This design comes from an exercise in tuning for small area on the open sky130 flow, not from production work.
Only simulation tests tie the RTL to the original design; equivalence was not proved.
Power is estimated from default activity; no workload was simulated.

`flow/config.mk`:
```
export PLATFORM = sky130hd
export DESIGN_NAME = reg_file_sb
export DESIGN_NICKNAME = reg_file_sb
export VERILOG_FILES = /design/flow/design.v
export SDC_FILE = /design/flow/constraint.sdc
export NUM_CORES = 4
export LEC_CHECK = 0
export CAP_MARGIN = 20
export CORE_MARGIN = 2
export CORE_UTILIZATION = 40
export SLEW_MARGIN = 20
```
`flow/constraint.sdc`:
```
create_clock -name core_clock -period 5.0 [get_ports {clk}]
set_input_delay 1.0000 -clock core_clock [delete_from_list [all_inputs] [get_ports {clk}]]
set_output_delay 1.0000 -clock core_clock [all_outputs]
set_load 0.01 [all_outputs]
```
`flow/design.v`:
```
module reg_file_sb #(
    parameter int XLEN = 32,
    parameter int AW   = 5
) (
    input  logic            clk,
    input  logic            rst,
    input  logic            write,
    input  logic [AW-1:0]   rd,
    input  logic [XLEN-1:0] write_data,
    input  logic            read_en,
    input  logic [AW-1:0]   rs1,
    input  logic [AW-1:0]   rs2,
    output logic [XLEN-1:0] out1,
    output logic [XLEN-1:0] out2,
    input  logic            issue_valid,
    input  logic [AW-1:0]   issue_rd,
    output logic            busy1,
    output logic            busy2
);
    localparam int NREGS = 2 ** AW;
    logic [XLEN-1:0]  r_regs [NREGS];
    logic [NREGS-1:0] r_pend;
    logic [XLEN-1:0]  r_out1;
    logic [XLEN-1:0]  r_out2;
    logic             w_wr_en;
    logic             w_iss_en;
    logic [XLEN-1:0]  w_rd1;
    logic [XLEN-1:0]  w_rd2;
    logic [NREGS-1:0] w_pend_nxt;
    assign w_wr_en  = write && (rd != '0);
    assign w_iss_en = issue_valid && (issue_rd != '0);
    always_comb begin
        w_rd1 = (rs1 == '0) ? '0 : r_regs[rs1];
        w_rd2 = (rs2 == '0) ? '0 : r_regs[rs2];
    end
    always_comb begin
        w_pend_nxt = r_pend;
        if (w_wr_en)  w_pend_nxt[rd]       = 1'b0;
        if (w_iss_en) w_pend_nxt[issue_rd] = 1'b1;
        w_pend_nxt[0] = 1'b0;
    end
    always_ff @(posedge clk or posedge rst) begin
        if (rst) begin
            for (int i = 0; i < NREGS; i++) r_regs[i] <= '0;
        end else if (w_wr_en) begin
            r_regs[rd] <= write_data;
        end
    end
    always_ff @(posedge clk or posedge rst) begin
        if (rst) begin
            r_out1 <= '0;
            r_out2 <= '0;
        end else if (read_en) begin
            r_out1 <= w_rd1;
            r_out2 <= w_rd2;
        end
    end
    always_ff @(posedge clk or posedge rst) begin
        if (rst) r_pend <= '0;
        else     r_pend <= w_pend_nxt;
    end
    assign out1 = r_out1;
    assign out2 = r_out2;
    assign busy1 = r_pend[rs1];
    assign busy2 = r_pend[rs2];
endmodule
```
`flow/run.sh`:
```
#!/bin/bash
# synth_recipe.tcl (not shown) runs the flow's synth.tcl, then flattens the netlist and writes it again
# the make line also repeats each setting of config.mk as NAME=value (left out here)
make -C /OpenROAD-flow-scripts/flow DESIGN_CONFIG=/design/flow/config.mk WORK_HOME=/design/flow/orfs CLKGATE_MAP_FILE= SYNTH_SCRIPT=/design/flow/synth_recipe.tcl finish
```
==> summary.txt <==
STA
  – Slew @ Worst Pin: 1.37 ns
  – Period minus WS final: 4.38 ns
  – RSZ-0062 raised after global routing: false
  – Max-slew violation count: 0
  – Slew Limit Headroom: 7.74%
  – Worst Clk Skew: 0.0407 ns
  – Hold Vio Cnt, Final: 0
  – Period utilisation layout: 87.6%
  – Setup_tns: 0 ns
  – PnR worst setup slack: 0.618 ns
  – Final setup viols: 0
  – Fmax: 228 MHz

Synth
  – Syn Nets: 4775
  – Synthesis-stage register bit count: 1087
  – Cell taking the most area after synthesis: dfrtp_1
  – Most common cell in the synthesized netlist: dfrtp_1
  – Commonest cells in the netlist: dfrtp_1 (1087), mux2_2 (995), a22oi_1 (543)
  – Fraction of registers with async set/reset: 100%
  – Largest family of logic cells by synthesized area: multiplexers
  – Post-synthesis sequential area ratio: 49.4%
  – Synth Cell Area: 55100 sq um
  – Avg Inst Size Synth: 11.7 sq um
  – Post-synthesis mux area share: 21.2%
  – Mapped Cells: 4708
  – Synth Flop Type: dfrtp_1
  – Yosys cell types: 78
  – Synth top area share: 49.4%
  – Fraction of the mapped netlist area in simple logic gates: 11.0%
  – Ys Warns: 2
  – Ranking of synthesized cells by area: dfrtp_1 (49%), mux2_2 (20%), a22oi_1 (7.4%)
  – Post-Synth XOR/XNOR Area: 0.159%
  – Count of flip-flops with a built-in enable after synthesis: 0
  – Synth Area in Compound Gates: 14.1%
  – Synth Area in Adders: 0.227%

Layout
  – Synth-to-layout area growth: 16.9%
  – Finished Core Util: 47.0%
  – # fillers: 12500
  – Final std cells w/o fill: 6696
  – Area of the multi-input gates: 26400 sq um
  – Final nets: 4846
  – Fraction of layout cells with a size suffix above 1: 34.5%
  – Register area: 27200 sq um

Placement
  – IO Port Bufs: 122
  – Post-DP HPWL: 175 mm
  – Placed insts: 6445
  – Final Wtd Congestion: 1.01
  – Post-Place Worst Slack: 0.390 ns

Routing
  – WL met3: 45.0 mm
  – Final WL: 286 mm
  – Post-Route M1 WL: 102 mm
  – Vias per cell: 7.56
  – Initial DRC count: 10700
  – WL per Instance: 42.8 microns
  – DRC: 0
  – Vias: 50600
  – Met2 wire len: 113 mm
  – Detail Route Antenna Nets: 0
  – Top Metal Used: met5
  – First-pass DRT Iterations: 14

Setup path
  – Startpoint Class: primary input
  – Crit. Startpoint: rs1[0]
  – Worst EP arrival: 3.38 ns
  – WS Path Type: primary input to output pin
  – CP Capture Type: output pin
  – Crit Path Max Fanout: 10
  – Critical Path RT: 4.00 ns
  – Worst r2r src: r_regs[7][19]

Clock tree
  – CTS tree: yes
  – H-tree Lvls: 3
  – Clock latency on the worst-skew pair: 0.81 ns
  – Root Driver: clkbuf_16
  – Num CTS Buffers: 119
  – Post-CTS Hold Buffers: 0
  – Clock transition at the registers of the reported paths: 0.06 ns
  – CTS Sinks: 1087
  – Post_cts resized: 0
  – # Post-CTS Setup Buffers: 0
  – Clock buffer depth: 3

GRT
  – Remaining global-route overflow: 0
  – Vias in the first global route: 47800
  – Largest net degree at the start of global routing: 134
  – Initial antenna violation count: 37
  – Total GRT Usage: 39.8%
  – First-pass GRT wire length: 391 mm

Power
  – Max VDD drop: 0.282 mV
  – Power Density: 398 nW/um^2
  – Static Leakage: 28.9 nW

Floorplanning
  – Die Footprint: 141000 sq um
  – Die W: 375 microns
  – Core ar.: 137000 sq um
  – I/O pins: 123
  – Row Count: 136
  – Initial Util: 40.2%
  – Die height: 375 microns

Run status
  – Status: no timing/DRC/antenna violations

Hold path
  – HP Start: r_out2[1]
  – Hold Crit Class: flop to flop

Flow run
  – Max-Cap Viols: 0
## critical path, cell delays in order
cell	delay, ns
buf_2	0.50
mux4_2	0.58
mux4_2	0.48
mux2_2	0.29
clkdlybuf4s50_1	0.48
## routing by layer
layer | up-vias | track usage, %
met4 | 25 | 26.8
met1 | 25300 | 49.5
met5 | - | 0.480
met2 | 5179 | 54.7
met3 | 1766 | 18.5
li1 | 18400 | -
## worst paths after layout
kind                       cells after the start       endpoint  slack (ns)
setup / recovery                               5          busy1        0.62
hold / removal                                 1      r_out2[1]        0.48
setup reg to reg                               6     r_out2[19]        2.43
max in group asynchronous                      3  r_regs[16][8]        3.08
min in group asynchronous                      2     r_pend[25]        0.71
hold reg to reg                                1      r_out2[1]        0.48
## final cells by class
class | instances | area share (%)
well taps | 1794 | 3.48
repair buffers | 426 | 6.75
flip-flops and latches | 1087 | 42.2
clock inverters | 44 | 1.03
multi-input cells | 3130 | 40.9
diodes | 33 | 0.128
clock buffers | 167 | 5.36
inverters | 15 | 0.0952
## kinds of logic after synthesis
family          after synthesis
xor+xnor                     10
compound gates             1038
mux                        1020
flops                      1087
fa+ha+maj                    10
buf+inv                     491
simple gates               1052
## stage by stage
step                      area, sq um  hold slack (ns)  power, mW
final                           64400            0.485       25.6
after global routing            64300            0.505       26.3
after global placement          60000            0.470       15.9
after floorplan                 55100            0.482       14.1
after detailed placement        60100            0.472       16.1
after CTS                       64200            0.491       25.4
## flip-flops by register name (all words and copies together) (netlist names)
name and count:
r_out1 32, r_regs 992, r_pend 31, r_out2 32
## report_power, final
| group | total (mW) | leakage (nW) | internal [mW] | switching, mW |
|---|---|---|---|---|
| Clock | 9.45 | 2.01 | 5.51 | 3.95 |
| Combinational | 3.91 | 13.0 | 1.95 | 1.96 |
| Sequential | 12.3 | 13.9 | 10.6 | 1.71 |
## layout by cell type, fill, tap and decap left out, types with 92 or more instances in the layout
cell and count:
nand4_1 125, mux2_2 995, a2111oi_0 116, dfrtp_1 1087, nand2_1 119, buf_4 231, o21ai_0 142, and3_1 411
clkdlybuf4s50_1 100, clkbuf_16 120, nand3_1 92, a22oi_1 543

[re-timing with driven ports]
How much do the figures lean on ideal ports? The routed layout below was timed once more, with nothing changed but the port constraints.
Step 1 (the two cells are an assumption about what drives the block):
set clk [get_ports {clk}]
set_driving_cell -lib_cell sky130_fd_sc_hd__clkbuf_16 $clk
set_driving_cell -lib_cell sky130_fd_sc_hd__buf_2 [delete_from_list [all_inputs] $clk]
Step 2, shift: input delay + t, output delay - t, t = (earliest + latest rising clock arrival at the registers) / 2. This alone moves slack from input paths to output paths.
Three values: ideal ports, drivers, drivers and shift; two values: the first two.
t, ns: 0.879
setup slack, ns: 0.618 / 0.514 / 0.079
hold WS [ns]: 0.485 / 0.485 / 0.485
worst setup path after step 2: input to register
latest minus earliest clock arrival (ns): 0.046 / 0.046
After both steps this run still meets setup and hold. For this run, drivers alone change the setup slack by -0.104 ns; drivers and shift together by -0.539 ns.
